Context: an optimization exercise on an open-source flow, tuned for small area, a short achievable clock period and few clock cycles per item. The choices shown serve that exercise and are no tape-out recipe. Function was checked by simulation only, so behaviour that the tests miss may differ from the original. Power and IR drop assume default switching activity.

// game_step
module game_step #(
    parameter int N_BULLETS = 5,
    parameter int N_ENEMIES = 5,
    parameter int N_DIVERS  = 5
) (
    input  logic                    i_clk,
    input  logic                    i_rstn,
    input  logic                    i_start,
    input  logic [2:0]              i_act,
    input  logic [31:0]             i_player,
    input  logic [18*N_BULLETS-1:0] i_bullets,
    input  logic [18*N_ENEMIES-1:0] i_enemies,
    input  logic [18*N_DIVERS-1:0]  i_divers,
    input  logic [31:0]             i_score,
    output logic [31:0]             o_player,
    output logic [18*N_BULLETS-1:0] o_bullets,
    output logic [18*N_ENEMIES-1:0] o_enemies,
    output logic [18*N_DIVERS-1:0]  o_divers,
    output logic [31:0]             o_score,
    output logic                    o_done,
    output logic                    o_valid
);
    logic                    lose;
    logic [31:0]             moved_player;
    logic [N_BULLETS-1:0]    bullet_active;
    logic [N_BULLETS-1:0]    shot_sel;
    logic [17:0]             shot;
    logic [18*N_BULLETS-1:0] moved_bullets;
    logic [18*N_ENEMIES-1:0] moved_enemies;
    logic [18*N_DIVERS-1:0]  moved_divers;
    step_control step_control_i (
        .i_clk   (i_clk),
        .i_rstn  (i_rstn),
        .i_start (i_start),
  ...
Size in the first run: ~4,500 cells after synthesis, roughly 370 flip-flops.
export LEC_CHECK = 0
export CAP_MARGIN = 0
export CORE_MARGIN = 2
export CORE_UTILIZATION = 40
export SLEW_MARGIN = 0
create_clock -name core_clock -period 25.0 [get_ports {i_clk}]
standard.sh (not shown) runs the stock make flow with config.mk's settings and CLKGATE_MAP_FILE= SYNTH_SCRIPT=/design/flow/synth_recipe.tcl, a recipe that flattens the netlist after the stock synthesis.
==> flow/flow/run.sh <==
#!/bin/bash
# Layout flow: the standard ORFS flow (standard.sh, with the standard flow's synthesis
# script) with these changes:
#  - synthesis leaves adders to ABC (no half/full adder extraction), and ABC
#    maps for area (flow/abc_area_map.script in place of ORFS's
#    abc_speed.script, in a copy of ORFS's scripts folder used for synthesis
#    only); registers are untouched
#  - every port still gets its own buffer, a plain buf_2 instead of the
#    default delay-cell buffer
set -euo pipefail
MARGIN=$(cat flow/margin.txt 2>/dev/null || echo 0)
rm -rf synth_scripts
cp -r "$FLOW_HOME/scripts" synth_scripts
cp flow/abc_area_map.script synth_scripts/abc_speed.script
bash standard.sh ADDER_MAP_FILE= SCRIPTS_DIR="$PWD/synth_scripts" synth > flow_synth.log 2>&1
bash standard.sh ADDER_MAP_FILE= "BUFFER_PORTS_ARGS=-buffer_cell sky130_fd_sc_hd__buf_2" \
    SETUP_SLACK_MARGIN=$MARGIN finish > flow_finish.log 2>&1
test -f out/final.def
==> flow/flow/abc_area_map.script <==
strash
dch -f
amap
topo
==> flow/flow/margin.txt <==
16
The first run ran to the end with no violations.
Testbench counts at the start, summed over its fixed seeds: cycles 48,000, steps 24,000.
==> next run, changes <==
==> flow/flow/abc_area_map.script (replaced) <==
strash
dch -f
map -a
topo
- CAP_MARGIN: 0 -> 20
- SLEW_MARGIN: 0 -> 20
The changed run finished with timing, DRC and antenna clean.
Synthesized area climbs by 8.8%.
Maximum frequency climbs by 3.7%.
Wire length climbs by 11%.
Setup slack gains 0.34 ns.
Critical path depth drops by 3.
Final area climbs by 6.4%.
Die area climbs by 8.7%.
Global-route usage climbs by 0.73 points.
Power climbs by 1.6%.
Sequential power climbs by about 0.6%.
Hold slack loses 0.0073 ns.
==> next run, changes <==
==> flow/flow/margin.txt (replaced) <==
15
=>
- via count shrinks slightly
- hold slack gets better by 0.024 ns
- die area is unchanged
- count of clock-buffer cells in the layout climbs by 1
- routed wire length went down slightly
==> next run, changes <==
==> flow/flow/abc_area_map.script (replaced) <==
strash
dch -f
amap
topo
==> flow/flow/margin.txt (replaced) <==
16
- CAP_MARGIN: 20 -> 0
- CTS_CLUSTER_DIAMETER: unset -> 100
- CTS_CLUSTER_SIZE: unset -> 20
- GPL_TIMING_DRIVEN: unset -> 1
- SLEW_MARGIN: 20 -> 0
The changed run finished clean.
Total power came out lower by 15%.
Final cell count decreases by 12%.
Design area shrinks by 4.4%.
Global-route usage falls by 0.65 points.
Critical path depth came out lower by 12.
Via count shrinks by 5.3%.
Non-clock buffer count increases by 66.
Routed wire length fell by 9.1%.
Worst hold slack degrades by 0.0090 ns.
Clock power fell by 37%.
==> next run, changes <==
- CORE_UTILIZATION: 40 -> 65
- GPL_TIMING_DRIVEN: 1 -> unset
- PLACE_DENSITY: unset -> 0.75
Outcome:
- The new run finished clean
- sequential power barely changes
- die area came out lower by well over a third
- clock-buffer cell count shrinks by 3

---

## oak
game_step, a different RTL version from the one above (not shown whole).
Size: ~4700 cells after synthesis, ~370 flip-flops, about 680 I/O pins, ~34000 µm² of cells after synthesis.
clock: 25.0 ns
lec_check: 0
cap_margin: 20
core_margin: 2
core_utilization: 40
slew_margin: 20
==> flow/flow/run.sh <==
#!/bin/bash
# Layout flow: the standard ORFS flow (standard.sh, with the standard flow's synthesis
# script) with these changes:
#  - synthesis leaves adders to ABC (no half/full adder extraction), so ABC
#    can restructure the arithmetic; registers are untouched
#  - every port still gets its own buffer, a plain buf_2 instead of the
#    default delay-cell buffer
set -euo pipefail
MARGIN=$(cat flow/margin.txt 2>/dev/null || echo 0)
bash standard.sh ADDER_MAP_FILE= synth > flow_synth.log 2>&1
bash standard.sh ADDER_MAP_FILE= "BUFFER_PORTS_ARGS=-buffer_cell sky130_fd_sc_hd__buf_2" \
    SETUP_SLACK_MARGIN=$MARGIN finish > flow_finish.log 2>&1
test -f out/final.def
==> flow/flow/margin.txt <==
14
oak ran to completion and came out clean on the timing, design-rule and antenna checks.
Testbench counts of oak, summed over its fixed seeds: cycles 48,000, steps 24,000.
### oak -> pine
Settings: an added SETUP_SLACK_MARGIN of 5.
==> flow/run.sh (new file) <==
#!/bin/bash
# synth_recipe.tcl (not shown) runs the flow's synth.tcl, then flattens the netlist and writes it again
# the make line also repeats each setting of config.mk as NAME=value (left out here)
make -C /OpenROAD-flow-scripts/flow DESIGN_CONFIG=/design/flow/config.mk WORK_HOME=/design/flow/orfs CLKGATE_MAP_FILE= SYNTH_SCRIPT=/design/flow/synth_recipe.tcl finish
removed: flow/flow/run.sh
removed: flow/flow/margin.txt
removed: flow/standard.sh
==> run summary <==
Count of cell instances traversed by the critical path in pine vs oak: up 9
Buffering overhead is higher on pine
oak ended up with o_score[26] as its worst setup path endpoint; pine ended up with o_score[10].
Compared pine vs oak, and die boundary width is up in pine.
Across both runs, multi-input gate area in the final layout was higher for pine than for oak.
Higher largest net degree at the start of global routing was reported by oak, not pine.

[what the ideal ports hide]
The flow's constraints put no driver on any port. The routed layouts listed below were extracted and timed again, unchanged, in two steps. Step 1 sets driving cells, clkbuf_16 on the clock port and buf_2 on the other inputs (assumed; they add their load-dependent delay and slew). Step 2, shift: input delay + t, output delay - t, t = (earliest + latest rising clock arrival at the registers) / 2. This alone moves slack from input paths to output paths. Three values: ideal, step 1, step 2; two values: the first two.
| run | shift t [ns] | setup WS [ns] | worst register clock-pin slew, ns | worst data-port slew with drivers (ns) | cell pins on the clock port's net |
|---|---|---|---|---|---|
| the first run of note 1 | 0.663 | 15.512 / 15.443 / 15.521 | 0.07 / 0.07 | 0.16 | 1 |
| the second run of note 1 | 0.673 | 15.847 / 15.776 / 15.487 | 0.07 / 0.07 | 0.18 | 1 |
| the third run of note 1 | 0.673 | 15.361 / 15.291 / 14.754 | 0.07 / 0.07 | 0.18 | 1 |
| the fourth run of note 1 | 0.668 | 15.412 / 15.340 / 15.442 | 0.10 / 0.10 | 0.15 | 1 |
| the fifth run of note 1 | 0.649 | 15.315 / 15.254 / 15.308 | 0.11 / 0.11 | 0.15 | 1 |
| oak | 0.687 | 14.408 / 14.340 / 14.567 | 0.07 / 0.07 | 0.19 | 1 |
| pine | 0.702 | 12.386 / 12.320 / 13.022 | 0.07 / 0.07 | 0.20 | 1 |
After both steps setup and hold are still met in every run listed. For the third run of note 1, which loses most, drivers alone change the setup slack by -0.070 ns; drivers and shift together by -0.607 ns.
